This design comes from an exercise in tuning for small area and a short achievable clock period on the open sky130 flow, not from production work.
Function was checked by simulation only, so behaviour that the tests miss may differ from the original.
No activity file was given, so power comes from the tool's default toggle rates.

**design.v**
```verilog
module regfile_mp_bit (
    input  logic i_clk,
    input  logic i_s1,
    input  logic i_d1,
    input  logic i_s0,
    input  logic i_d0,
    input  logic i_h,
    output logic o_q
);
    always_ff @(posedge i_clk) begin
        o_q <= (i_s1 & i_d1) | (i_s0 & i_d0) | (i_h & o_q);
    end
endmodule
module regfile_mp_wsel (
    input  logic i_hit1_n,
    input  logic i_be1_n,
    input  logic i_hit0_n,
    input  logic i_be0_n,
    input  logic i_clr,
    output logic o_s1,
    output logic o_s0,
    output logic o_h
);
    assign o_s1 = !(i_hit1_n | i_be1_n);
    assign o_s0 = !(i_hit0_n | i_be0_n);
    assign o_h  = !(o_s1 | o_s0 | i_clr);
endmodule
module regfile_mp_decn (
    input  logic [4:0]  i_a,
    input  logic        i_en,
    output logic [31:1] o_y_n
);
    for (genvar r = 1; r < 32; r++) begin : g_r
        assign o_y_n[r] = !(i_en && (i_a == 5'(r)));
    end
endmodule
module regfile_mp_dec (
    input  logic [4:0]  i_a,
    output logic [31:1] o_y
);
    for (genvar r = 1; r < 32; r++) begin : g_r
        assign o_y[r] = (i_a == 5'(r));
    end
endmodule
module regfile_mp_ao4 (
    input  logic [3:0] i_a,
    input  logic [3:0] i_b,
    output logic       o_y
);
    assign o_y = |(i_a & i_b);
endmodule
module regfile_mp_nor2x4 (
    input  logic [7:0] i_a,
    output logic [3:0] o_yn
);
    for (genvar k = 0; k < 4; k++) begin : g_k
        assign o_yn[k] = !(i_a[2*k] | i_a[2*k+1]);
    end
endmodule
module regfile_mp_aoi2 (
    input  logic [1:0] i_a,
    input  logic [1:0] i_b,
    output logic       o_yn
);
    assign o_yn = !(|(i_a & i_b));
endmodule
module regfile_mp_rmux (
    input  logic [31:1] i_sel,
    input  logic [31:1] i_d,
    input  logic        i_s1,
    input  logic        i_d1,
    input  logic        i_s0,
    input  logic        i_d0,
    input  logic        i_h,
    output logic        o_y
);
    logic [7:0] g;
    logic [3:0] gn;
    logic       byp_n;
    regfile_mp_ao4 u_ao4_0 (.i_a({i_sel[3:1], i_sel[1]}), .i_b({i_d[3:1], i_d[1]}), .o_y(g[0]));
    for (genvar k = 1; k < 8; k++) begin : g_grp
        regfile_mp_ao4 u_ao4 (.i_a(i_sel[4*k +: 4]), .i_b(i_d[4*k +: 4]), .o_y(g[k]));
    end
    regfile_mp_nor2x4 u_nor (.i_a(g), .o_yn(gn));
    regfile_mp_aoi2 u_byp (
        .i_a  ({i_s1, i_s0}),
        .i_b  ({i_d1, i_d0}),
        .o_yn (byp_n)
    );
    assign o_y = !byp_n | (i_h & !(&gn));
endmodule
module regfile_mp_nor2 (
    input  logic [1:0] i_a,
    output logic       o_y
);
    assign o_y = !(|i_a);
endmodule
module regfile_mp_nor3 (
    input  logic [2:0] i_a,
    output logic       o_y
);
    assign o_y = !(|i_a);
endmodule
module regfile_mp_nand2 (
    input  logic [1:0] i_a,
    output logic       o_y
);
    assign o_y = !(&i_a);
endmodule
module regfile_mp_nz (
    input  logic [4:0] i_a,
    output logic       o_y
);
    logic lo_z, hi_z;
    regfile_mp_nor2  u_lo (.i_a(i_a[1:0]), .o_y(lo_z));
    regfile_mp_nor3  u_hi (.i_a(i_a[4:2]), .o_y(hi_z));
    regfile_mp_nand2 u_nz (.i_a({lo_z, hi_z}), .o_y(o_y));
endmodule
module regfile_mp_bpsel (
    input  logic [4:0] i_ra,
    input  logic [4:0] i_wa0,
    input  logic [4:0] i_wa1,
    input  logic       i_en0,
    input  logic       i_en1,
    input  logic [3:0] i_be0,
    input  logic [3:0] i_be1,
    output logic [3:0] o_s1,
    output logic [3:0] o_s0,
    output logic [3:0] o_h
);
    logic b0, b1, nz;
    regfile_mp_nz u_nz (.i_a(i_ra), .o_y(nz));
    assign b0 = i_en0 && nz && (i_wa0 == i_ra);
    assign b1 = i_en1 && nz && (i_wa1 == i_ra);
    for (genvar b = 0; b < 4; b++) begin : g_b
        assign o_s1[b] = b1 && i_be1[b];
        assign o_s0[b] = b0 && i_be0[b] && !(b1 && i_be1[b]);
        assign o_h[b]  = !(b1 && i_be1[b]) && !(b0 && i_be0[b]);
    end
endmodule
module regfile_mp #(
    parameter int DataWidth      = 32,
    parameter int NumRegs        = 32,
    parameter int IndexWidth     = $clog2(NumRegs),
    parameter int NumReadPorts   = 2,
    parameter int NumWritePorts  = 2,
    parameter bit ZeroReg        = 1'b1,
    parameter bit Bypass         = 1'b1,
    parameter bit RegisteredRead = 1'b0
) (
    input  logic                                    i_clk,
    input  logic                                    i_rst,
    input  logic [NumWritePorts-1:0]                i_writeEn,
    input  logic [NumWritePorts*IndexWidth-1:0]     i_writeAddr,
    input  logic [NumWritePorts*DataWidth-1:0]      i_writeData,
    input  logic [NumWritePorts*(DataWidth/8)-1:0]  i_writeByteEn,
    input  logic [NumReadPorts*IndexWidth-1:0]      i_readAddr,
    output logic [NumReadPorts*DataWidth-1:0]       o_readData,
    input  logic                                    i_clearReq,
    output logic                                    o_clearBusy,
    output logic                                    o_writeConflict,
    output logic [NumRegs*DataWidth-1:0]            o_debugRegs
);
    localparam int NB = 4;
    logic       r_clearBusy;
    logic [4:0] r_cnt;
    logic       r_writeConflict;
    logic [4:0]  wa0, wa1;
    logic [31:0] wd0, wd1;
    logic [3:0]  be0, be1, be0_eff;
    logic        wv0, wv1, same;
    assign wa0 = i_writeAddr[4:0];
    assign wa1 = i_writeAddr[9:5];
    assign wd0 = i_writeData[31:0];
    assign wd1 = i_writeData[63:32];
    assign be0 = i_writeByteEn[3:0];
    assign be1 = i_writeByteEn[7:4];
    assign wv0 = i_writeEn[0] && (wa0 != '0);
    assign wv1 = i_writeEn[1] && (wa1 != '0);
    assign same    = i_writeEn[1] && (wa0 == wa1);
    assign be0_eff = be0 & ~({NB{same}} & be1);
    logic        wen_ok;
    logic [31:1] hit0_n, hit1_n, cnt_n, clr;
    assign wen_ok = !r_clearBusy && !i_rst;
    regfile_mp_decn u_dec_w0 (.i_a(wa0),   .i_en(i_writeEn[0] && wen_ok), .o_y_n(hit0_n));
    regfile_mp_decn u_dec_w1 (.i_a(wa1),   .i_en(i_writeEn[1] && wen_ok), .o_y_n(hit1_n));
    regfile_mp_decn u_dec_c  (.i_a(r_cnt), .i_en(r_clearBusy),            .o_y_n(cnt_n));
    assign clr = ~cnt_n | {31{i_rst}};
    logic [31:0] q [32];
    assign q[0] = '0;
    for (genvar r = 1; r < 32; r++) begin : g_reg
        for (genvar b = 0; b < NB; b++) begin : g_byte
            logic s1, s0, h;
            regfile_mp_wsel u_sel (
                .i_hit1_n (hit1_n[r]),
                .i_be1_n  (!be1[b]),
                .i_hit0_n (hit0_n[r]),
                .i_be0_n  (!be0_eff[b]),
                .i_clr    (clr[r]),
                .o_s1     (s1),
                .o_s0     (s0),
                .o_h      (h)
            );
            for (genvar k = 0; k < 8; k++) begin : g_bit
                regfile_mp_bit u_bit (
                    .i_clk (i_clk),
                    .i_s1  (s1),
                    .i_d1  (wd1[b*8+k]),
                    .i_s0  (s0),
                    .i_d0  (wd0[b*8+k]),
                    .i_h   (h),
                    .o_q   (q[r][b*8+k])
                );
            end
        end
    end
    always_ff @(posedge i_clk) begin
        if (i_rst) begin
            r_clearBusy <= 1'b0;
        end else if (r_clearBusy) begin
            r_clearBusy <= (r_cnt != 5'd31);
        end else begin
            r_clearBusy <= i_clearReq;
        end
        r_cnt <= r_clearBusy ? r_cnt + 1'b1 : '0;
    end
    always_ff @(posedge i_clk) begin
        r_writeConflict <= !i_rst && wv0 && wv1 && (wa0 == wa1);
    end
    for (genvar i = 0; i < 2; i++) begin : g_rd
        logic [4:0]  ra;
        logic [31:1] sel;
        assign ra = i_readAddr[i*5 +: 5];
        regfile_mp_dec u_dec_r (.i_a(ra), .o_y(sel));
        logic [3:0] p1, p0, ph;
        regfile_mp_bpsel u_bpsel (
            .i_ra  (ra),
            .i_wa0 (wa0),
            .i_wa1 (wa1),
            .i_en0 (i_writeEn[0] && !r_clearBusy),
            .i_en1 (i_writeEn[1] && !r_clearBusy),
            .i_be0 (be0),
            .i_be1 (be1),
            .o_s1  (p1),
            .o_s0  (p0),
            .o_h   (ph)
        );
        for (genvar b = 0; b < NB; b++) begin : g_byte
            for (genvar k = b*8; k < b*8 + 8; k++) begin : g_bit
                logic [31:1] col;
                for (genvar r = 1; r < 32; r++) begin : g_col
                    assign col[r] = q[r][k];
                end
                regfile_mp_rmux u_mux (
                    .i_sel (sel),
                    .i_d   (col),
                    .i_s1  (p1[b]),
                    .i_d1  (wd1[k]),
                    .i_s0  (p0[b]),
                    .i_d0  (wd0[k]),
                    .i_h   (ph[b]),
                    .o_y   (o_readData[i*32 + k])
                );
            end
        end
    end
    for (genvar r = 0; r < 32; r++) begin : g_dbg
        assign o_debugRegs[r*32 +: 32] = q[r];
    end
    assign o_clearBusy     = r_clearBusy;
    assign o_writeConflict = r_writeConflict;
endmodule
```
**flow/run.sh**
```bash
#!/bin/bash
# The standard layout (the standard.sh: ORFS synthesis to final layout),
# with the port buffers that global placement inserts made from the smallest
# plain buffer instead of ORFS's default delay buffer. Timing repair still
# resizes the ones on critical paths.
set -euo pipefail
bash standard.sh "BUFFER_PORTS_ARGS=-buffer_cell sky130_fd_sc_hd__buf_1" finish > standard_flow.log 2>&1
```
**standard.sh**
```bash
#!/bin/bash
# synth_recipe.tcl (not shown) runs the flow's synth.tcl, then flattens the netlist and writes it again
# the make line also repeats each setting of config.mk as NAME=value (left out here)
make -C /OpenROAD-flow-scripts/flow DESIGN_CONFIG=/design/flow/config.mk WORK_HOME=/design/flow/orfs CLKGATE_MAP_FILE= SYNTH_SCRIPT=/design/flow/synth_recipe.tcl "${@:-finish}"
```
**config.mk**
```make
export PLATFORM = sky130hd
export DESIGN_NAME = regfile_mp
export DESIGN_NICKNAME = regfile_mp
export VERILOG_FILES = /design/flow/design.v
export SDC_FILE = /design/flow/constraint.sdc
export NUM_CORES = 4
export LEC_CHECK = 0
export CAP_MARGIN = 20
export CORE_AREA = 2 2 404 404
export CTS_BUF_LIST = sky130_fd_sc_hd__clkbuf_8
export CTS_CLUSTER_DIAMETER = 50
export CTS_CLUSTER_SIZE = 20
export DIE_AREA = 0 0 406 406
export PLACE_DENSITY = 0.45
export SETUP_SLACK_MARGIN = 4
export SLEW_MARGIN = 20
export SYNTH_HIERARCHICAL = 1
export TNS_END_PERCENT = 5
```
**constraint.sdc**
```tcl
create_clock -name core_clock -period 10.0 [get_ports {i_clk}]
set_input_delay 2.0000 -clock core_clock [delete_from_list [all_inputs] [get_ports {i_clk}]]
set_output_delay 2.0000 -clock core_clock [all_outputs]
set_load 0.01 [all_outputs]
```
==> impl_metrics.tcl, run 1 <==
set metrics [dict create \
    hp-start "g_reg[18].g_byte[0].g_bit[5].u_bit.o_q$_DFF_P_" \
    cp_max_fo 16 \
    cp.arrival_ns 4.10 \
    final_area_sq_um 66360 \
    cp-start-kind "primary input" \
    post_synth.cell_area_avg_sq_um 8.879 \
    clock.fmax_mhz 163.9 \
    grt_pass1_wl_mm 528.6 \
    post-route-drc-count 0 \
    first_pass_iters 13 \
    synth_seq_cells 999 \
    gp_congestion 0.9789 \
    outcome "complete, no violations" \
    drt_wl_total_mm 407.2 \
    synth_ff_type "dfxtp_1" \
    wl_per_cell_microns 42.18 \
    n_fill_cell 16676 \
    die_x_microns 406 \
    place.detailed.hpwl_mm 286.7 \
    end_kind "primary output" \
    cp_data_required_time_ns 8.00 \
    reg2reg_from "r_clearBusy$_SDFF_PP0_" \
    worstReg2RegEnd "g_reg[27].g_byte[1].g_bit[2].u_bit.o_q$_DFF_P_" \
    place_inst 9204 \
    cts_buffer_depth 3 \
    syn2layout_area_growth_pct 29.87 \
    cp_num_buf_inv 3 \
    cts_htree_levels 4 \
    critPathTopFamily "simple AND/OR/NAND/NOR gates" \
    grt_pass1_vias 57472 \
    p_per_area_nw_per_um2 138.1 \
    clk_pin_slew_ns 0.08 \
    num_rows 147 \
    crit_top_cell "buf_4" \
    ff2ff_path_depth 8 \
    critical-path-slowest-cell "or3b_4" \
    finalCritPeriodShare_pct 61.01 \
    finalNonFillerCells 9654 \
    placed_cell_area_sq_um 59740 \
    slew_headroom_pct 8.235 \
    initialDrtViolationCount 16046 \
    setup_violations 0 \
    grt_usage_pct 46.77 \
    cpPeakStageDelay_ns 0.48 \
    p_leak_nw 32.24 \
    cts-root-buf "clkbuf_8" \
    slew_violations 0 \
    synth_cell_types 45 \
    hold_violations 0 \
    vias_per_cell 6.789 \
    synth_edf_count 0 \
    rsz0062_at_grt "true" \
    start_util_pct 31.82 \
    clock_latency_ns 0.96 \
    hold_end "g_reg[18].g_byte[0].g_bit[5].u_bit.o_q$_DFF_P_" \
    final.min_clock_period_ns 6.101 \
    io_buffers 1154 \
    maxCapViolCount 0 \
    path_class "in -> out" \
    hold_path.class "reg -> reg" \
    crit_chain "buf_4 -> or3b_4 -> nor2_4 -> buf_4 -> a22oi_1 -> nand2_1 -> nor2_2 -> nand4_1 -> a21bo_1 -> buf_1" \
    fp.dieH_microns 406 \
    finalClockSkew_ns 0.05287 \
    grt_max_degree 36 \
    drive_above_1_share_pct 17.44 \
    overflow 0 \
    antenna_found_initial 43 \
    fin_setup_tns_ns 0 \
    boundaryPins 1187 \
    worstMarginPinSlew_ns 1.376 \
    die-area_sq_um 164800 \
    clock-sinks 999 \
    core_sq_um 160600 \
    synthArstFlopShare_pct 0 \
    vias 65543 \
    cts_tree "yes" \
    synth_area_sq_um 51100 \
    ant_nets 0 \
    yosys_warnings 10 \
    postSynthCellCount 5755 \
    r2r_slack_ns 5.27 \
    design_power_total_mw 9.165 \
    nNetsFinal 7437 \
    ys_seq_area_share_pct 39.14 \
    cts_made_buffers 152 \
    ir_worst_vdd_uv 133.2 \
    holdPathStages 2 \
]
cell usage after synthesis, types with 36 or more instances:
cell	number	share of area [%]
a21bo_1	64	1.3
inv_1	999	7.3
nand2_1	588	4.3
nand2b_1	36	0.44
buf_4	38	0.56
nor2_2	124	1.5
a22oi_1	1028	15
a222oi_1	992	19
nor2_1	457	3.4
a22oi_2	64	1.6
nor3_2	126	2.5
dfxtp_1	999	39
nand4_1	73	0.89
worst min-delay path: cells and delay by family (launching register included):
kind	cells	cell delay (ns)
AOI/OAI and AO/OA	1	0.11
buffers and inverters	1	0.06
DFF	1	0.37
layer usage:
metal  GRT usage (%)  routed length (microns)  up-vias
li1                -                        -    26380
met1           57.02                   147900    32239
met2           65.92                   163800     5741
met3           19.02                    58530     1157
met4           33.78                    36690       26
met5          0.7434                      329        -
per-module statistics from Yosys (local to each module, per instance), a selection:
module / copies in the design / cells / cell area [sq um] / flops+latches
regfile_mp: 1 / 112 / 849.6 / 7
regfile_mp_bpsel: 2 / 33 / 234.0 / 0
regfile_mp_bit: 992 / 3 / 33.78 / 1
regfile_mp_wsel: 124 / 3 / 20.02 / 0
regfile_mp_rmux: 64 / 2 / 16.27 / 0
regfile_mp_nor2x4: 64 / 4 / 15.01 / 0
regfile_mp_aoi2: 64 / 1 / 12.51 / 0
regfile_mp_nor3: 2 / 1 / 10.01 / 0
regfile_mp_nand2: 2 / 1 / 3.754 / 0
regfile_mp_nor2: 2 / 1 / 3.754 / 0
layout by cell type, fill, tap and decap left out, types with 38 or more instances in the layout:
| master | n |
|---|---|
| a21bo_1 | 50 |
| a222oi_1 | 992 |
| a22oi_1 | 1002 |
| a22oi_2 | 90 |
| buf_1 | 1054 |
| buf_12 | 38 |
| buf_4 | 200 |
| buf_6 | 52 |
| clkbuf_2 | 78 |
| clkbuf_8 | 170 |
| dfxtp_1 | 999 |
| inv_1 | 1002 |
| nand2_1 | 575 |
| nand4_1 | 73 |
| nor2_1 | 261 |
| nor2_2 | 221 |
| nor2_4 | 102 |
| nor3_2 | 127 |
flip-flops by register name (all words and copies together) (netlist names):
signal and cells:
r_clearBusy 1, g.g_byte.g_bit.u_bit.o_q 992, r_writeConflict 1, r_cnt 5
power by group:
group          internal [mW]  leakage [nW]  total (mW)  switching [mW]
Sequential              4.00          8.05        4.04          0.0439
Clock                   2.18          1.83        4.26            2.09
Combinational          0.172          22.4       0.856           0.684
worst max path at each step:
stage / startpoint / cells after the start / to
2_1_floorplan: i_readAddr[7] / 7 / o_readData[32]
3_3_place_gp: i_writeAddr[0] / 8 / o_readData[36]
6_report: i_readAddr[6] / 10 / o_readData[38]
3_5_place_dp: i_writeAddr[0] / 8 / o_readData[43]
4_1_cts: i_readAddr[7] / 11 / o_readData[36]
5_1_grt: i_readAddr[6] / 10 / o_readData[38]
cell type report:
cell class	instances	area (sq um)	area share, %
well taps	2160	2703	4.072
multi-input cells	3739	28600	43.09
repair buffers	1447	7572	11.41
flip-flops and latches	999	20000	30.14
clock buffers	170	2340	3.526
clock inverters	111	1329	2.002
diodes	29	72.57	0.1094
inverters	999	3750	5.651
cell families (layout without fill, tap and decap cells):
logic type      after synthesis  in the layout  synth area share [%]
xor+xnor                     27             27                0.4628
fa+ha+maj                     2              2               0.04896
flops                       999            999                 39.14
buf+inv                    1052           2727                 8.095
other cells                   1             61              0.007339
compound gates             2161           2161                 37.54
simple gates               1512           1516                 14.68
mux                           1              1               0.01959
per-stage QoR:
stage	setup slack, ns	hold WS, ns	utilization [%]
floorplan	3.982	0.4548	-
global placement	2.671	0.5279	37.15
detailed placement	2.746	0.5313	37.21
CTS	3.946	0.5497	40.69
global route	3.939	0.5800	41.30
finish	3.899	0.5573	41.33
repair_timing:
item	in CTS	in global routing
hold buffers	0	0
buffers inserted	117	16
gates resized for setup	202	224
pin swaps	84	45
endpoints found under the hold margin	0	0
cloned	6	1
setup endpoints to repair	64	64
==> run 2: changes to the inputs <==
==> run.sh (new file) <==
#!/bin/bash
# synth_recipe.tcl (not shown) runs the flow's synth.tcl, then flattens the netlist and writes it again
# the make line also repeats each setting of config.mk as NAME=value (left out here)
make -C /OpenROAD-flow-scripts/flow DESIGN_CONFIG=/design/flow/config.mk WORK_HOME=/design/flow/orfs CLKGATE_MAP_FILE= SYNTH_SCRIPT=/design/flow/synth_recipe.tcl finish
removed: flow/run.sh
removed: standard.sh
==> run 2 against run 1 <==
Critical endpoint is now o_readData[30]. Sequential share of layout area decreased by 2.9 points. Clock power decreased by 4%. Highest routed layer unchanged. Maximum frequency decreased by 4.3%. Area after synthesis is the same. Die area did not move. Sequential cell count unchanged. First-iteration DRC count barely moved. Synthesized cell count stayed put. Count of clock-buffer cells in the layout grew 1. Core utilization increased by 4.4 points.
==> impl_metrics.tcl, run 2 <==
set metrics [dict create \
    drive_above_1_share_pct 16.65 \
    cp.arrival_ns 4.38 \
    power.switching_mw 2.857 \
    synth_ff_type "dfxtp_1" \
    grt_pass1_wl_mm 534.0 \
    p_per_area_nw_per_um2 123.4 \
    hold_violations 0 \
    maxCapViolCount 0 \
    layout_commonest_cell "clkdlybuf4s50_1" \
    postSynthCellCount 5755 \
    power_frac_clock_pct 45.3 \
    final.min_clock_period_ns 6.377 \
    n_fill_cell 16017 \
    post_synth.cell_area_avg_sq_um 8.879 \
    p_int_mw 6.209 \
    clock.fmax_mhz 156.8 \
    outcome "complete, no violations" \
    io_buffers 1154 \
    first_pass_iters 13 \
    nNetsFinal 7471 \
    slew_headroom_pct 8.454 \
    vias_per_cell 6.829 \
    synth_area_sq_um 51100 \
    p_leak_nw 34.96 \
    vias 66190 \
    cts-root-buf "clkbuf_8" \
    multi_input_area_sq_um 28470 \
    cts_made_buffers 151 \
    core_sq_um 160600 \
    cts_tree "yes" \
    synthArstFlopShare_pct 0 \
    finalClockSkew_ns 0.04414 \
    start_util_pct 31.82 \
    largest_reg_flops 992 \
    die_x_microns 406 \
    overflow 0 \
    slew_violations 0 \
    grt_max_degree 36 \
    clock-sinks 999 \
    synthTopCellsByArea "dfxtp_1 39%, a222oi_1 19%, a22oi_1 15%, inv_1 7.3%, nand2_1 4.3%" \
    yosys-top-cells-count "1028 x a22oi_1, 999 x dfxtp_1, 999 x inv_1" \
    reg_top3 "g.g_byte.g_bit.u_bit.o_q x992, r_cnt x5" \
    p_sw_share_pct 31.51 \
    fp.dieH_microns 406 \
    grt_usage_pct 47.12 \
    top_register "g.g_byte.g_bit.u_bit.o_q" \
    post-route-drc-count 0 \
    postCtsHoldBufs 0 \
    cp_max_fo 11 \
    synth_most_common_cell "a22oi_1" \
    clk_pin_slew_ns 0.07 \
    cts_buffer_depth 3 \
    synth_top_area_cell "dfxtp_1" \
    synth_seq_cells 999 \
    num_rows 147 \
    finalCritPeriodShare_pct 63.77 \
    end_kind "primary output" \
    hold_path.class "reg -> reg" \
    drt_wl_total_mm 410.7 \
    synth_cell_types 45 \
    cts_htree_levels 4 \
    wl_per_cell_microns 42.37 \
    synth_edf_count 0 \
    rsz0062_at_grt "true" \
    grt_pass1_vias 58904 \
    cp-start-kind "primary input" \
    cp_data_required_time_ns 8.00 \
    fin_setup_tns_ns 0 \
    initialDrtViolationCount 16049 \
    seq_power_share_pct 44.7 \
    ir_worst_vdd_uv 129.5 \
    place.detailed.hpwl_mm 292.1 \
    antenna_found_initial 43 \
    worstMarginPinSlew_ns 1.370 \
    path_class "in -> out" \
    syn2layout_area_growth_pct 43.82 \
    mostFrequentLayoutCells "1065 x clkdlybuf4s50_1, 1006 x a22oi_1, 1003 x inv_1" \
    combPwrFrac_pct 10.0 \
    regArea_sq_um 20000 \
    synth_top_cell_area_share_pct 39.14 \
    die-area_sq_um 164800 \
    gp_congestion 0.9878 \
    setup_violations 0 \
    ys_seq_area_share_pct 39.14 \
    boundaryPins 1187 \
    clock_latency_ns 0.93 \
    holdWs_ns 0.5563 \
    yosys_warnings 10 \
    ant_nets 0 \
]
==> run 2: cell count changes in the layout (fill, tap and decap cells not counted), sizes merged, moves of 13 or more <==
cell,previous run,this run
clkdlybuf4s50,0,1065
buf,1366,349
clkbuf,251,189
dlygate4sd2,0,40
inv,1036,1049
==> run 2: through the flow <==
stage | area [sq um] | power (mW) | cells | util, % | worst slack [ns]
floorplan | 51300 | 4.363 | 5786 | - | 3.982
global placement | 66730 | 4.931 | 9190 | 41.56 | 2.051
detailed placement | 66790 | 4.933 | 9194 | 41.59 | 2.080
CTS | 72870 | 9.012 | 9631 | 45.38 | 3.782
global route | 73440 | 9.233 | 9671 | 45.74 | 3.721
finish | 73490 | 9.066 | 9692 | 45.77 | 3.623
==> run 2: layout make-up <==
class	instances	area share [%]
Multi-Input combinational cell	3737	38.74
Antenna cell	31	0.1056
Inverter	999	5.102
Clock buffer	171	3.202
Timing Repair Buffer	1484	20.33
Clock inverter	111	1.626
Sequential cell	999	27.21
Tap cell	2160	3.677
==> run 2: Yosys stat by module (local to each module, per instance), excerpt <==
module / cells inside / times used / area, sq um / flip-flops and latches
regfile_mp: 112 / 1 / 849.6 / 7
regfile_mp_decn: 49 / 3 / 301.5 / 0
regfile_mp_bpsel: 33 / 2 / 234.0 / 0
regfile_mp_dec: 46 / 2 / 217.7 / 0
regfile_mp_bit: 3 / 992 / 33.78 / 1
regfile_mp_ao4: 3 / 512 / 18.77 / 0
regfile_mp_rmux: 2 / 64 / 16.27 / 0
regfile_mp_nor2x4: 4 / 64 / 15.01 / 0
regfile_mp_aoi2: 1 / 64 / 12.51 / 0
regfile_mp_nand2: 1 / 2 / 3.754 / 0
regfile_mp_nor2: 1 / 2 / 3.754 / 0
==> run 2: routing by layer <==
layer	vias up	wire, microns	GRT usage (%)	share of wire, %
met3	1213	57850	17.49	14
met2	5998	166400	66.77	41
met5	-	817	1.665	0.20
li1	26434	-	-	-
met4	30	38950	37.21	9.5
met1	32515	146600	56.94	36
==> run 2: cell families after synthesis <==
kind of cell / count (synthesis) / share of synthesized area, %
AND/OR/NAND/NOR: 1512 / 14.68
adder cells (fa/ha/maj): 2 / 0.04896
XOR/XNOR: 27 / 0.4628
flip-flops: 999 / 39.14
multiplexers: 1 / 0.01959
buffers and inverters: 1052 / 8.095
other: 1 / 0.007339
AO/OA/AOI/OAI: 2161 / 37.54
==> run 2: power by group through the flow <==
stage,clock network [mW],logic [mW],registers [mW]
after floorplan,0,0.235,4.13
after global placement,0,0.792,4.14
after detailed placement,0,0.794,4.14
after CTS,4.13,0.838,4.05
after global routing,4.29,0.891,4.05
final,4.11,0.907,4.05
==> run 2: what timing repair did <==
action,4_1_cts,5_1_grt
setup endpoints to repair,64,64
pin swaps,132,32
setup buffers,150,24
gates cloned,5,4
gates resized for setup,515,95
==> run 2: worst paths after layout <==
check | startpoint | end | slack [ns] | cells after the start
min | g_reg[16].g_byte[0].g_bit[4].u_bit.o_q$_DFF_P_ | g_reg[16].g_byte[0].g_bit[4].u_bit.o_q$_DFF_P_ | 0.56 | 2
max | i_readAddr[2] | o_readData[30] | 3.62 | 12
min reg2reg | g_reg[16].g_byte[0].g_bit[4].u_bit.o_q$_DFF_P_ | g_reg[16].g_byte[0].g_bit[4].u_bit.o_q$_DFF_P_ | 0.56 | 2
max reg2reg | r_clearBusy$_SDFF_PP0_ | g_reg[23].g_byte[0].g_bit[5].u_bit.o_q$_DFF_P_ | 5.50 | 8
==> run 2: critical path, stage by stage <==
cell and delay, ns:
buf_6 0.13, or3b_4 0.32, nor2_4 0.07, buf_12 0.15
bufbuf_16 0.29, buf_4 0.15, a22oi_1 0.18, nand2_1 0.14
nor2_2 0.19, nand4_1 0.33, a21bo_1 0.27, buf_2 0.14
==> run 3: changes to the inputs <==
==> flow/run.sh (new file) <==
#!/bin/bash
# The standard layout (the standard.sh: ORFS synthesis to final layout)
# with two changes to how the layout is built:
#  - the port buffers that global placement inserts use the smallest plain
#    buffer instead of ORFS's default delay buffer (timing repair still
#    resizes the ones on critical paths);
#  - clock tree synthesis uses clkbuf_8 cells with moderate sink clusters and
#    inserts no dummy loads.
# All tool output goes to standard_flow.log here; ORFS keeps each step's own
# log under orfs/logs/.
set -euo pipefail
bash standard.sh \
  "BUFFER_PORTS_ARGS=-buffer_cell sky130_fd_sc_hd__buf_1" \
  "CTS_ARGS=-sink_clustering_enable -repair_clock_nets -dont_use_dummy_load -buf_list sky130_fd_sc_hd__clkbuf_8 -sink_clustering_size 20 -sink_clustering_max_diameter 50" \
  finish > standard_flow.log 2>&1
==> standard.sh (new file) <==
#!/bin/bash
# synth_recipe.tcl (not shown) runs the flow's synth.tcl, then flattens the netlist and writes it again
# the make line also repeats each setting of config.mk as NAME=value (left out here)
make -C /OpenROAD-flow-scripts/flow DESIGN_CONFIG=/design/flow/config.mk WORK_HOME=/design/flow/orfs CLKGATE_MAP_FILE= SYNTH_SCRIPT=/design/flow/synth_recipe.tcl "${@:-finish}"
--- a/config.mk
+++ b/config.mk
@@ -7,9 +7,6 @@
 export LEC_CHECK = 0
 export CAP_MARGIN = 20
 export CORE_AREA = 2 2 404 404
-export CTS_BUF_LIST = sky130_fd_sc_hd__clkbuf_8
-export CTS_CLUSTER_DIAMETER = 50
-export CTS_CLUSTER_SIZE = 20
 export DIE_AREA = 0 0 406 406
 export PLACE_DENSITY = 0.45
 export SETUP_SLACK_MARGIN = 4
removed: run.sh
==> run 3 against run 2 <==
Still clean. Combinational power fell by 5.3%. Synthesized cell count did not move. Routed wire length is 0.92% lower. Worst hold slack lost 0.0065 ns. Total power down 13%. Area after synthesis unchanged. First-iteration DRC count is 0.44% lower. Sequential power barely moved. Critical path depth decreased by 2. Critical path type unchanged. Critical endpoint is now o_readData[38]. Largest power group is now sequential cells.
==> impl_metrics.tcl, run 3 <==
set metrics [dict create \
    rsz0062_at_grt "true" \
    power.switching_mw 2.403 \
    synth_top_family_by_area "compound AO/OA/AOI/OAI gates" \
    synthTopCellsByArea "dfxtp_1 39%, a222oi_1 19%, a22oi_1 15%, inv_1 7.3%, nand2_1 4.3%" \
    synth_edf_count 0 \
    synthSimpleGateAreaFrac_pct 14.68 \
    r2r_slack_ns 5.34 \
    crit_chain "buf_4 -> nand2b_4 -> nor2_4 -> buf_4 -> a22oi_1 -> nand2_1 -> nor2_1 -> nand4_1 -> a21bo_1 -> buf_1" \
    setup_violations 0 \
    syn2layout_area_growth_pct 26.68 \
    setup_ws_ns 3.888 \
    p_leak_nw 31.51 \
    ir_worst_vdd_uv 128.6 \
    cp.arrival_ns 4.11 \
    synth_top_area_cell "dfxtp_1" \
    cts-root-buf "clkbuf_8" \
    cp_num_buf_inv 3 \
    dpl_worst_slack_ns 2.746 \
    synth_top_cell_area_share_pct 39.14 \
    drt_wl_total_mm 406.9 \
    synth_cell_types 45 \
    cts_made_buffers 152 \
    postSynthCellCount 5755 \
    path_class "in -> out" \
    final.min_clock_period_ns 6.112 \
    vias 65072 \
    yosys-top-cells-count "1028 x a22oi_1, 999 x dfxtp_1, 999 x inv_1" \
    ant_nets 0 \
    ys_seq_area_share_pct 39.14 \
    overflow 0 \
    num_rows 147 \
    worstReg2RegEnd "g_reg[23].g_byte[0].g_bit[5].u_bit.o_q$_DFF_P_" \
    p_per_area_nw_per_um2 122.3 \
    worstMarginPinSlew_ns 1.329 \
    multi_input_area_sq_um 28550 \
    finalCritPeriodShare_pct 61.12 \
    grt_pass1_wl_mm 527.9 \
    critPathTopFamily "simple AND/OR/NAND/NOR gates" \
    clk_pin_slew_ns 0.07 \
    start_util_pct 31.82 \
    cpPeakStageDelay_ns 0.33 \
    grt_pass1_vias 57303 \
    ff2ff_path_depth 8 \
    drive_above_1_share_pct 15.89 \
    first_pass_iters 13 \
    synth_area_sq_um 51100 \
    clock_latency_ns 0.94 \
    synth_seq_cells 999 \
    cts_tree "yes" \
    synthArstFlopShare_pct 0 \
    post-route-drc-count 0 \
    muxShareOfSynthArea_pct 0.01959 \
    combPwrFrac_pct 10.8 \
    finalClockSkew_ns 0.06774 \
    cp-start-kind "primary input" \
    p_sw_share_pct 30.35 \
    synthAdderAreaFrac_pct 0.04897 \
    cp_max_fo 16 \
    place.detailed.hpwl_mm 286.7 \
    boundaryPins 1187 \
    post_synth.cell_area_avg_sq_um 8.879 \
    cts_buffer_depth 3 \
    slew_headroom_pct 11.18 \
    end_kind "primary output" \
    hold_end "g_reg[18].g_byte[0].g_bit[5].u_bit.o_q$_DFF_P_" \
    top_register "g.g_byte.g_bit.u_bit.o_q" \
    synth_xor_area_share_pct 0.4628 \
    wl_per_cell_microns 42.74 \
    synth_compound_area_share_pct 37.54 \
    reg2reg_from "r_clearBusy$_SDFF_PP0_" \
    postCtsHoldBufs 0 \
    p_int_mw 5.517 \
    largest_reg_flops 992 \
    maxCapViolCount 0 \
    layout_commonest_cell "buf_1" \
    grt_usage_pct 46.72 \
    seq_power_share_pct 51.1 \
    crit_top_cell "buf_4" \
    initialDrtViolationCount 15979 \
    die-area_sq_um 164800 \
    fin_setup_tns_ns 0 \
    power_frac_clock_pct 38.0 \
    hold_violations 0 \
    regArea_sq_um 20000 \
    io_buffers 1154 \
    holdPathStages 2 \
    nNetsFinal 7438 \
    synth_ff_type "dfxtp_1" \
    antenna_found_initial 37 \
    clock-sinks 999 \
    hp-start "g_reg[18].g_byte[0].g_bit[5].u_bit.o_q$_DFF_P_" \
    hold_path.class "reg -> reg" \
    cts_htree_levels 4 \
    mostFrequentLayoutCells "1053 x buf_1, 1011 x a22oi_1, 999 x dfxtp_1" \
    grt_max_degree 36 \
    gp_congestion 0.9789 \
    outcome "complete, no violations" \
    n_fill_cell 16739 \
    fp.dieH_microns 406 \
    synth_most_common_cell "a22oi_1" \
    critical-path-slowest-cell "nand2b_4" \
    clock.fmax_mhz 163.6 \
    vias_per_cell 6.835 \
    slew_violations 0 \
    core_sq_um 160600 \
    reg_top3 "g.g_byte.g_bit.u_bit.o_q x992, r_cnt x5" \
    cp_data_required_time_ns 8.00 \
    die_x_microns 406 \
    postLayoutCoreUtil_pct 40.32 \
    yosys_warnings 10 \
]
run 3: cell counts after synthesis:
No cell type changed its count.
run 3: worst min-delay path, stage by stage, from the launching register on:
cell and delay [ns]:
dfxtp_1 0.37, a222oi_1 0.10, inv_1 0.05
run 3: worst max-delay path by stage:
stage                     cells after the start      startpoint        endpoint  slack (ns)
after floorplan                               7   i_readAddr[7]  o_readData[32]        3.98
after global placement                        8  i_writeAddr[0]  o_readData[36]        2.67
after detailed placement                      8  i_writeAddr[0]  o_readData[43]        2.75
after CTS                                    11   i_readAddr[7]  o_readData[36]        3.95
after global routing                         10   i_readAddr[8]  o_readData[37]        3.93
final                                        10   i_readAddr[8]  o_readData[38]        3.89
run 3: timing repair:
item	CTS	global route
pin swaps	88	39
setup buffers	118	15
resized for setup	204	204
cloned	7	1
endpoints found under the setup margin	64	64
run 3: cell type report:
type / count / share of cell area, %
Multi-Input combinational cell: 3740 / 44.10
Sequential cell: 999 / 30.89
Timing Repair Buffer: 1447 / 11.72
Inverter: 999 / 5.793
Tap cell: 2160 / 4.175
Clock buffer: 152 / 3.232
Antenna cell: 23 / 0.08891
run 3: routing by layer:
layer  vias to the layer above  wire (microns)  part of all wire, %  GRT usage (%)
met5                         -             354                0.087         0.3866
met4                        44           37990                  9.3          34.51
met3                      1198           58720                   14          18.50
met2                      5590          162600                   40          65.60
met1                     32036          147200                   36          57.23
li1                      26204               -                    -              -
run 3: power by group through the flow:
| stage | clock network, mW | registers (mW) | logic, mW |
|---|---|---|---|
| after floorplan | 0 | 4.13 | 0.235 |
| after global placement | 0 | 4.13 | 0.748 |
| after detailed placement | 0 | 4.13 | 0.751 |
| after CTS | 3.03 | 4.05 | 0.795 |
| after global routing | 3.16 | 4.05 | 0.845 |
| final | 3.01 | 4.05 | 0.859 |
run 3: per-module statistics from Yosys (local to each module, per instance), a selection:
| module | times used | cell area, sq um | cells inside |
|---|---|---|---|
| regfile_mp | 1 | 849.6 | 112 |
| regfile_mp_decn | 3 | 301.5 | 49 |
| regfile_mp_bpsel | 2 | 234.0 | 33 |
| regfile_mp_dec | 2 | 217.7 | 46 |
| regfile_mp_bit | 992 | 33.78 | 3 |
| regfile_mp_ao4 | 512 | 18.77 | 3 |
| regfile_mp_rmux | 64 | 16.27 | 2 |
| regfile_mp_nor2x4 | 64 | 15.01 | 4 |
| regfile_mp_aoi2 | 64 | 12.51 | 1 |
| regfile_mp_nor3 | 2 | 10.01 | 1 |
| regfile_mp_nor2 | 2 | 3.754 | 1 |
| regfile_mp_nand2 | 2 | 3.754 | 1 |
run 3: per-stage QoR:
| stage | cell area (sq um) | std cells | hold WS [ns] | power [mW] |
|---|---|---|---|---|
| 6_report | 64730 | 9520 | 0.5498 | 7.920 |
| 5_1_grt | 64690 | 9501 | 0.5772 | 8.059 |
| 4_1_cts | 63770 | 9481 | 0.5475 | 7.869 |
| 3_5_place_dp | 59740 | 9204 | 0.5313 | 4.886 |
| 3_3_place_gp | 59650 | 9200 | 0.5279 | 4.882 |
| 2_1_floorplan | 51300 | 5786 | 0.4548 | 4.363 |
run 3: kinds of logic after synthesis:
logic type,count (synthesis)
xor+xnor,27
simple gates,1512
mux,1
flops,999
fa+ha+maj,2
compound gates,2161
buf+inv,1052
other cells,1
==> run 4: changes to the inputs <==
--- a/design.v
+++ b/design.v
@@ -38,8 +38,26 @@
     input  logic [4:0]  i_a,
     output logic [31:1] o_y
 );
+    logic [4:0] a_n;
+    logic [3:0] lo_n;
+    logic [7:0] hi_n;
+    for (genvar k = 0; k < 5; k++) begin : g_inv
+        regfile_mp_inv u_inv (.i_a(i_a[k]), .o_y(a_n[k]));
+    end
+    for (genvar j = 0; j < 4; j++) begin : g_lo
+        regfile_mp_nand2 u_nand (
+            .i_a ({j[1] ? i_a[1] : a_n[1], j[0] ? i_a[0] : a_n[0]}),
+            .o_y (lo_n[j])
+        );
+    end
+    for (genvar g = 0; g < 8; g++) begin : g_hi
+        regfile_mp_nand3 u_nand (
+            .i_a ({g[2] ? i_a[4] : a_n[4], g[1] ? i_a[3] : a_n[3], g[0] ? i_a[2] : a_n[2]}),
+            .o_y (hi_n[g])
+        );
+    end
     for (genvar r = 1; r < 32; r++) begin : g_r
-        assign o_y[r] = (i_a == 5'(r));
+        regfile_mp_nor2 u_nor (.i_a({hi_n[r/4], lo_n[r%4]}), .o_y(o_y[r]));
     end
 endmodule
 module regfile_mp_ao4 (
@@ -87,7 +105,10 @@
         .i_b  ({i_d1, i_d0}),
         .o_yn (byp_n)
     );
-    assign o_y = !byp_n | (i_h & !(&gn));
+    logic m, t;
+    regfile_mp_nand4 u_m (.i_a(gn), .o_y(m));
+    regfile_mp_nand2 u_t (.i_a({i_h, m}), .o_y(t));
+    regfile_mp_nand2 u_y (.i_a({byp_n, t}), .o_y(o_y));
 endmodule
 module regfile_mp_nor2 (
     input  logic [1:0] i_a,
@@ -101,6 +122,24 @@
 );
     assign o_y = !(|i_a);
 endmodule
+module regfile_mp_inv (
+    input  logic i_a,
+    output logic o_y
+);
+    assign o_y = !i_a;
+endmodule
+module regfile_mp_nand3 (
+    input  logic [2:0] i_a,
+    output logic       o_y
+);
+    assign o_y = !(&i_a);
+endmodule
+module regfile_mp_nand4 (
+    input  logic [3:0] i_a,
+    output logic       o_y
+);
+    assign o_y = !(&i_a);
+endmodule
 module regfile_mp_nand2 (
     input  logic [1:0] i_a,
     output logic       o_y
@@ -116,6 +155,19 @@
     regfile_mp_nor3  u_hi (.i_a(i_a[4:2]), .o_y(hi_z));
     regfile_mp_nand2 u_nz (.i_a({lo_z, hi_z}), .o_y(o_y));
 endmodule
+module regfile_mp_xnor2 (
+    input  logic [1:0] i_a,
+    output logic       o_y
+);
+    assign o_y = (i_a[0] == i_a[1]);
+endmodule
+module regfile_mp_andn (
+    input  logic i_a,
+    input  logic i_b,
+    output logic o_y
+);
+    assign o_y = i_a & !i_b;
+endmodule
 module regfile_mp_bpsel (
     input  logic [4:0] i_ra,
     input  logic [4:0] i_wa0,
@@ -128,14 +180,26 @@
     output logic [3:0] o_s0,
     output logic [3:0] o_h
 );
-    logic b0, b1, nz;
+    logic       nz;
+    logic [4:0] x0, x1;
+    logic       ea0, eb0, ea1, eb1;
+    logic [3:0] ben0, ben1, p0;
     regfile_mp_nz u_nz (.i_a(i_ra), .o_y(nz));
-    assign b0 = i_en0 && nz && (i_wa0 == i_ra);
-    assign b1 = i_en1 && nz && (i_wa1 == i_ra);
+    for (genvar i = 0; i < 5; i++) begin : g_x
+        regfile_mp_xnor2 u_x0 (.i_a({i_wa0[i], i_ra[i]}), .o_y(x0[i]));
+        regfile_mp_xnor2 u_x1 (.i_a({i_wa1[i], i_ra[i]}), .o_y(x1[i]));
+    end
+    regfile_mp_nand3 u_ea0 (.i_a(x0[2:0]),         .o_y(ea0));
+    regfile_mp_nand3 u_eb0 (.i_a({x0[4:3], nz}),   .o_y(eb0));
+    regfile_mp_nand3 u_ea1 (.i_a(x1[2:0]),         .o_y(ea1));
+    regfile_mp_nand3 u_eb1 (.i_a({x1[4:3], nz}),   .o_y(eb1));
     for (genvar b = 0; b < 4; b++) begin : g_b
-        assign o_s1[b] = b1 && i_be1[b];
-        assign o_s0[b] = b0 && i_be0[b] && !(b1 && i_be1[b]);
-        assign o_h[b]  = !(b1 && i_be1[b]) && !(b0 && i_be0[b]);
+        regfile_mp_nand2 u_ben0 (.i_a({i_be0[b], i_en0}), .o_y(ben0[b]));
+        regfile_mp_nand2 u_ben1 (.i_a({i_be1[b], i_en1}), .o_y(ben1[b]));
+        regfile_mp_nor3  u_s1   (.i_a({ea1, eb1, ben1[b]}), .o_y(o_s1[b]));
+        regfile_mp_nor3  u_p0   (.i_a({ea0, eb0, ben0[b]}), .o_y(p0[b]));
+        regfile_mp_andn  u_s0   (.i_a(p0[b]), .i_b(o_s1[b]), .o_y(o_s0[b]));
+        regfile_mp_nor2  u_h    (.i_a({o_s1[b], p0[b]}), .o_y(o_h[b]));
     end
 endmodule
 module regfile_mp #(
--- a/config.mk
+++ b/config.mk
@@ -9,7 +9,7 @@
 export CORE_AREA = 2 2 404 404
 export DIE_AREA = 0 0 406 406
 export PLACE_DENSITY = 0.45
-export SETUP_SLACK_MARGIN = 4
+export SETUP_SLACK_MARGIN = 4.5
 export SLEW_MARGIN = 20
 export SYNTH_HIERARCHICAL = 1
 export TNS_END_PERCENT = 5
==> run 4 against run 3 <==
Clock power decreased by 2%. Critical path depth up 3. Worst hold slack improved by 0.0079 ns. Setup slack better by 0.082 ns. Critical endpoint is now o_readData[44]. Sequential power about the same. Global-route usage down 0.41 points. Sequential share of layout area decreased by 0.17 points. Highest routed layer unchanged. Maximum frequency grew 1.4%.
==> impl_metrics.tcl, run 4 <==
set metrics [dict create \
    wl_per_cell_microns 41.97 \
    core_sq_um 160600 \
    p_per_area_nw_per_um2 120.6 \
    cp.arrival_ns 4.03 \
    holdPathStages 2 \
    setup_violations 0 \
    slew_violations 0 \
    hp-start "g_reg[16].g_byte[2].g_bit[7].u_bit.o_q$_DFF_P_" \
    slew_headroom_pct 8.814 \
    synth_area_sq_um 50990 \
    grt_pass1_vias 57934 \
    synth_most_common_cell "a22oi_1" \
    fin_setup_tns_ns 0 \
    cts_made_buffers 146 \
    finalClockSkew_ns 0.07554 \
    cp_data_required_time_ns 8.00 \
    synth_cell_types 34 \
    place.detailed.hpwl_mm 287.1 \
    synthTopCellsByArea "dfxtp_1 39%, a222oi_1 19%, a22oi_1 15%, inv_1 7.4%, nand2_1 5.4%" \
    critPathTopFamily "simple AND/OR/NAND/NOR gates" \
    yosys-top-cells-count "1024 x a22oi_1, 1007 x inv_1, 999 x dfxtp_1" \
    drt_wl_total_mm 402.2 \
    vias 65160 \
    cts_buffer_depth 3 \
    cp_num_buf_inv 5 \
    critical-path-slowest-cell "nand4_1" \
    nNetsFinal 7505 \
    end_kind "primary output" \
    syn2layout_area_growth_pct 27.65 \
    layout_commonest_cell "buf_1" \
    yosys_warnings 10 \
    regArea_sq_um 20000 \
    postCtsHoldBufs 0 \
    grt_pass1_wl_mm 524.3 \
    clock-sinks 999 \
    hold_end "g_reg[16].g_byte[2].g_bit[7].u_bit.o_q$_DFF_P_" \
    worstMarginPinSlew_ns 1.364 \
    path_class "in -> out" \
    cp-start-kind "primary input" \
    ant_nets 0 \
    gp_congestion 1.009 \
    cts_tree "yes" \
    post-route-drc-count 0 \
    num_rows 147 \
    p_leak_nw 31.37 \
    initialDrtViolationCount 16168 \
    synth_ff_type "dfxtp_1" \
    cts_htree_levels 4 \
    antenna_found_initial 35 \
    ir_worst_vdd_uv 128.8 \
    cp-startpoint "i_readAddr[8]" \
    cpPeakStageDelay_ns 0.23 \
    top_register "g.g_byte.g_bit.u_bit.o_q" \
    vias_per_cell 6.800 \
    synth_top_area_cell "dfxtp_1" \
    overflow 0 \
    ys_seq_area_share_pct 39.22 \
    design_power_total_mw 7.849 \
    synth_seq_cells 999 \
    grt_usage_pct 46.31 \
    hold_path.class "reg -> reg" \
    reg2reg_from "r_clearBusy$_SDFF_PP0_" \
    start_util_pct 31.76 \
    postLayoutCoreUtil_pct 40.54 \
    n_fill_cell 16863 \
    ff2ff_path_depth 8 \
    synth_edf_count 0 \
    cts-root-buf "clkbuf_8" \
    fp.dieH_microns 406 \
    worstReg2RegEnd "g_reg[20].g_byte[3].g_bit[7].u_bit.o_q$_DFF_P_" \
    largest_reg_flops 992 \
    crit_top_cell "buf_12" \
    post_synth.cell_area_avg_sq_um 8.742 \
    clock.fmax_mhz 165.8 \
    postSynthCellCount 5833 \
    drive_above_1_share_pct 16.69 \
    hold_violations 0 \
    synth_top_cell_area_share_pct 39.22 \
    r2r_slack_ns 5.18 \
    mostFrequentLayoutCells "1066 x buf_1, 1004 x a22oi_1, 999 x dfxtp_1" \
    finalCritPeriodShare_pct 60.30 \
    clk_pin_slew_ns 0.06 \
    multi_input_area_sq_um 28980 \
    outcome "complete, no violations" \
    first_pass_iters 14 \
    final.min_clock_period_ns 6.030 \
    reg_top3 "g.g_byte.g_bit.u_bit.o_q x992, r_cnt x5" \
    clock_latency_ns 0.93 \
    die-area_sq_um 164800 \
    rsz0062_at_grt "true" \
    die_x_microns 406 \
    io_buffers 1154 \
    cp_max_fo 24 \
    maxCapViolCount 0 \
    synthArstFlopShare_pct 0 \
    grt_max_degree 36 \
    crit_chain "buf_12 -> clkinvlp_4 -> buf_12 -> nand3_4 -> nor2_4 -> buf_12 -> a22oi_1 -> nand2_1 -> nor2_2 -> nand4_1 -> nand2_1 -> nand2_2 -> buf_1" \
    boundaryPins 1187 \
]
-- run 4: changes by cell type after synthesis, sizes merged, moves of 6 or more --
| cell | delta |
|---|---|
| inv | +8 |
| or3b | -6 |
| a21bo | -64 |
| clkbuf | -6 |
| nand2 | +148 |
| nand3b | -6 |
| nand4 | -8 |
| nor3 | +14 |
| nand3 | +20 |
| nor2b | +8 |
-- run 4: report_power, final --
group | switching [mW] | total [mW] | internal [mW]
clock | 1.65 | 2.94 | 1.29
sequential | 0.0437 | 4.05 | 4.00
combinational | 0.691 | 0.861 | 0.170
total | 2.39 | 7.85 | 5.46
-- run 4: layout make-up --
class	count	area share, %
antenna	19	0.07304
clock buffer	146	3.087
inverter	1007	5.855
multi-input combinational	3813	44.52
sequential	999	30.72
tap	2160	4.152
timing repair buffer	1439	11.59
-- run 4: logic make-up (layout without fill, tap and decap cells) --
kind of cell / count (synthesis) / in the layout / share of synthesized area, %
flip-flops: 999 / 999 / 39.22
buffers and inverters: 1054 / 2592 / 8.127
other: 1 / 51 / 0.007354
XOR/XNOR: 27 / 27 / 0.4638
AO/OA/AOI/OAI: 2085 / 2085 / 36.19
AND/OR/NAND/NOR: 1664 / 1666 / 15.92
multiplexers: 1 / 1 / 0.01963
adder cells (fa/ha/maj): 2 / 2 / 0.04907
-- run 4: routing by layer --
| metal | global-route usage (%) | vias to the layer above | share of wire, % |
|---|---|---|---|
| met5 | 0 | - | 0.032 |
| met4 | 35.86 | 20 | 9.6 |
| met3 | 19.34 | 1179 | 15 |
| met2 | 65.08 | 5467 | 40 |
| met1 | 55.47 | 32133 | 36 |
| li1 | - | 26361 | - |
-- run 4: worst max path at each step --
stage	to	cells after the start
after floorplan	g_reg[10].g_byte[0].g_bit[0].u_bit.o_q$_DFF_P_	6
after CTS	o_readData[59]	13
final	o_readData[44]	13
after global routing	o_readData[39]	13
after global placement	o_readData[41]	8
after detailed placement	o_readData[41]	8
-- run 4: worst register-to-register path, delay by kind of cell (launching register included) --
family                 cells  cell delay (ns)
AOI/OAI and AO/OA          1             0.42
buffers and inverters      1             0.07
DFF                        1             0.55
and+or+nand+nor            6             3.69
-- run 4: through the flow --
step           instances  worst slack [ns]  hold slack, ns  area [sq um]
3_3_place_gp        9275             2.712          0.5230         59670
4_1_cts             9563             4.113          0.5484         64870
5_1_grt             9567             3.967          0.5809         65050
2_1_floorplan       5864             4.424          0.4548         51780
6_report            9583             3.970          0.5578         65090
3_5_place_dp        9278             2.716          0.5337         59750
-- run 4: repair_timing --
action                     4_1_cts  5_1_grt
buffers inserted               136        0
cloned                           3        0
pin swaps                      145       14
setup endpoints to repair       65       64
gates resized for setup        452       31
-- run 4: Yosys stat by module (local to each module, per instance), excerpt --
module / copies in the design / area [sq um] / cells inside / flip-flops and latches
regfile_mp_nand2: 154 / 3.754 / 1 / 0
regfile_mp_nor2: 72 / 3.754 / 1 / 0
regfile_mp_nand4: 64 / 6.256 / 1 / 0
regfile_mp_nor2x4: 64 / 15.01 / 4 / 0
regfile_mp: 1 / 849.6 / 112 / 7
regfile_mp_xnor2: 20 / 8.758 / 1 / 0
regfile_mp_nand3: 24 / 5.005 / 1 / 0
regfile_mp_inv: 10 / 3.754 / 1 / 0
regfile_mp_andn: 8 / 13.76 / 1 / 0
regfile_mp_nor3: 18 / 10.01 / 1 / 0
regfile_mp_ao4: 512 / 18.77 / 3 / 0
regfile_mp_decn: 3 / 301.5 / 49 / 0
regfile_mp_wsel: 124 / 20.02 / 3 / 0
regfile_mp_aoi2: 64 / 12.51 / 1 / 0
regfile_mp_bit: 992 / 33.78 / 3 / 1
==> run 5: changes to the inputs <==
--- a/config.mk
+++ b/config.mk
@@ -9,7 +9,7 @@
 export CORE_AREA = 2 2 404 404
 export DIE_AREA = 0 0 406 406
 export PLACE_DENSITY = 0.45
-export SETUP_SLACK_MARGIN = 4.5
+export SETUP_SLACK_MARGIN = 4
 export SLEW_MARGIN = 20
 export SYNTH_HIERARCHICAL = 1
 export TNS_END_PERCENT = 5
==> run 5 against run 4 <==
Still clean on timing, DRC and antenna. Worst hold slack worse by 0.0049 ns. Via count is 0.87% higher. First-iteration DRC count shrank 2.3%. Critical path depth shrank 2. Maximum frequency decreased by 1.3%. Clock power hardly changed. Non-clock buffer count is 35 lower. Routed wire length up 1.4%. Critical endpoint is now o_readData[36]. Largest cell class unchanged. Largest power group unchanged.
==> impl_metrics.tcl, run 5 <==
set metrics [dict create \
    postSynthCellCount 5833 \
    outcome "complete, no violations" \
    cts_buffer_depth 3 \
    hold_violations 0 \
    gp_congestion 0.9873 \
    synth_ff_type "dfxtp_1" \
    dpl_worst_slack_ns 2.865 \
    synth_area_sq_um 50990 \
    wl_per_cell_microns 42.71 \
    crit_top_cell "buf_1" \
    clock.fmax_mhz 163.7 \
    synth_most_common_cell "a22oi_1" \
    postCtsHoldBufs 0 \
    synth_cell_types 34 \
    end_kind "primary output" \
    n_fill_cell 16895 \
    final.min_clock_period_ns 6.107 \
    ys_seq_area_share_pct 39.22 \
    cp_max_fo 15 \
    ant_nets 0 \
    finalClockSkew_ns 0.07099 \
    path_class "in -> out" \
    fin_setup_tns_ns 0 \
    holdWs_ns 0.5529 \
    rsz0062_at_grt "true" \
    worstMarginPinSlew_ns 1.352 \
    num_rows 147 \
    cp-start-kind "primary input" \
    layout_commonest_cell "buf_1" \
    critical-path-slowest-cell "nand3_2" \
    initialDrtViolationCount 15797 \
    first_pass_iters 12 \
    synthTopCellsByArea "dfxtp_1 39%, a222oi_1 19%, a22oi_1 15%, inv_1 7.4%, nand2_1 5.4%" \
    synth_edf_count 0 \
    crit_chain "buf_1 -> buf_4 -> xnor2_1 -> nand3_2 -> nor3_2 -> buf_6 -> nor2b_4 -> buf_12 -> a22oi_2 -> nand2_1 -> buf_1" \
    io_buffers 1154 \
    cp_num_buf_inv 5 \
    grt_pass1_vias 57596 \
    maxCapViolCount 0 \
    cts_htree_levels 4 \
    slew_violations 0 \
    slew_headroom_pct 9.834 \
    start_util_pct 31.76 \
    synthArstFlopShare_pct 0 \
    boundaryPins 1187 \
    die_x_microns 406 \
    antenna_found_initial 17 \
    vias_per_cell 6.884 \
    cts_tree "yes" \
    post_synth.cell_area_avg_sq_um 8.742 \
    place.detailed.hpwl_mm 286.1 \
    synth_top_area_cell "dfxtp_1" \
    syn2layout_area_growth_pct 26.04 \
    p_per_area_nw_per_um2 121.7 \
    grt_usage_pct 46.78 \
    post-route-drc-count 0 \
    grt_max_degree 36 \
    vias 65724 \
    fp.dieH_microns 406 \
    drive_above_1_share_pct 15.78 \
    setup_violations 0 \
    setup_ws_ns 3.893 \
    yosys-top-cells-count "1024 x a22oi_1, 1007 x inv_1, 999 x dfxtp_1" \
    clock-sinks 999 \
    cts-root-buf "clkbuf_8" \
    p_leak_nw 30.96 \
    ir_worst_vdd_uv 138.7 \
    cp_data_required_time_ns 8.00 \
    nNetsFinal 7470 \
    reg_top3 "g.g_byte.g_bit.u_bit.o_q x992, r_cnt x5" \
    synth_top_cell_area_share_pct 39.22 \
    cts_made_buffers 144 \
    core_sq_um 160600 \
    mostFrequentLayoutCells "1068 x buf_1, 999 x dfxtp_1, 993 x inv_1" \
    drt_wl_total_mm 407.8 \
    clock_latency_ns 0.97 \
    die-area_sq_um 164800 \
    cp.arrival_ns 4.11 \
    grt_pass1_wl_mm 528.0 \
    yosys_warnings 10 \
    overflow 0 \
    hold_path.class "reg -> reg" \
    largest_reg_flops 992 \
    r2r_slack_ns 5.32 \
    cpPeakStageDelay_ns 0.29 \
    finalCritPeriodShare_pct 61.07 \
    clk_pin_slew_ns 0.06 \
    synth_seq_cells 999 \
    top_register "g.g_byte.g_bit.u_bit.o_q" \
    critPathTopFamily "buffers and inverters" \
]
run 5: Yosys stat by module, one instance, submodules excluded, a selection:
module | copies in the design | cell area [sq um]
regfile_mp_decn | 3 | 301.5
regfile_mp_xnor2 | 20 | 8.758
regfile_mp_bit | 992 | 33.78
regfile_mp_nor2 | 72 | 3.754
regfile_mp_ao4 | 512 | 18.77
regfile_mp_nand3 | 24 | 5.005
run 5: worst reg2reg max path, stage by stage, from the launching register on:
cell and delay (ns):
dfxtp_1 0.55, nor2b_2 0.36, nor2b_1 0.53, and4b_2 0.35, nand3_1 0.91, nor2_1 1.09, nor3_2 0.28, a222oi_1 0.45
inv_1 0.07
run 5: final timing paths:
path	from	cells past startpoint	end
worst max-delay path	i_writeAddr[7]	11	o_readData[36]
worst min-delay path	g_reg[2].g_byte[3].g_bit[3].u_bit.o_q$_DFF_P_	2	g_reg[2].g_byte[3].g_bit[3].u_bit.o_q$_DFF_P_
worst max register to register	r_clearBusy$_SDFF_PP0_	8	g_reg[23].g_byte[0].g_bit[4].u_bit.o_q$_DFF_P_
worst min register to register	g_reg[2].g_byte[3].g_bit[3].u_bit.o_q$_DFF_P_	2	g_reg[2].g_byte[3].g_bit[3].u_bit.o_q$_DFF_P_
run 5: what timing repair did:
action / 4_1_cts / 5_1_grt
gates resized for setup: 245 / 213
cloned: 2 / 2
pin swaps: 63 / 47
buffers inserted: 87 / 10
endpoints found under the setup margin: 64 / 64
run 5: area by class of cell:
type,instances,area (sq um),area share [%]
multi-input cells,3815,28840,44.88
well taps,2160,2703,4.205
flip-flops and latches,999,20000,31.12
repair buffers,1404,6888,10.72
inverters,1007,3806,5.922
diodes,19,47.55,0.07398
clock buffers,144,1982,3.084
run 5: logic make-up (layout without fill, tap and decap cells):
group | after synthesis | after routing | synth area share [%]
fa+ha+maj | 2 | 2 | 0.04907
flops | 999 | 999 | 39.22
compound gates | 2085 | 2085 | 36.19
xor+xnor | 27 | 27 | 0.4638
buf+inv | 1054 | 2555 | 8.127
mux | 1 | 1 | 0.01963
simple gates | 1664 | 1668 | 15.92
other cells | 1 | 51 | 0.007354
run 5: per-layer routing:
layer  track usage [%]  part of all wire [%]  vias to the layer above
met5             2.974                  0.16                        -
met4             36.41                   9.7                       24
met3             17.56                    14                     1255
met2             67.78                    41                     5818
met1             55.29                    35                    32373
li1                  -                     -                    26254
run 5: stage by stage:
step           cells  area [sq um]  utilization [%]  power (mW)
2_1_floorplan   5864         51120                -       4.362
3_3_place_gp    9284         59530            37.07       4.889
3_5_place_dp    9284         59530            37.07       4.891
4_1_cts         9517         63230            39.38       7.764
5_1_grt         9533         64230            40.00       7.946
6_report        9548         64270            40.03       7.818
run 5: power breakdown:
part / total, mW / switching (mW) / internal (mW)
sequential: 4.05 / 0.0455 / 4.00
clock: 2.91 / 1.64 / 1.27
combinational: 0.858 / 0.699 / 0.159
total: 7.82 / 2.39 / 5.43

what the ideal ports hide:
How much do the figures lean on ideal ports? The routed layouts below were timed once more, with nothing changed but the port constraints.
Step 1 sets driving cells, clkbuf_16 on the clock port and buf_2 on the other inputs (assumed; they add their load-dependent delay and slew).
Step 2 also shifts input and output timing later by t, the mid clock arrival at the registers, as if the neighbouring blocks saw the same clock.
Slacks: ideal ports / drivers / drivers and shift; pairs: ideal ports / drivers.
run	t (ns)	slack for setup (ns)	worst setup path after step 2	latest minus earliest clock arrival (ns)	worst slew at a driven data input, ns
run 1	1.010	3.899 / 3.722 / 3.621	input to register	0.063 / 0.063	0.27
run 2	0.995	3.623 / 3.459 / 2.939	input to register	0.049 / 0.048	0.27
run 3	0.979	3.888 / 3.733 / 3.620	input to register	0.087 / 0.087	0.26
run 4	0.971	3.970 / 3.748 / 3.501	input to register	0.107 / 0.107	0.28
run 5	0.992	3.893 / 3.723 / 3.650	input to register	0.116 / 0.115	0.28
After both steps setup and hold are still met in every run listed. For run 2, which loses most, drivers alone change the setup slack by -0.164 ns; drivers and shift together by -0.684 ns.
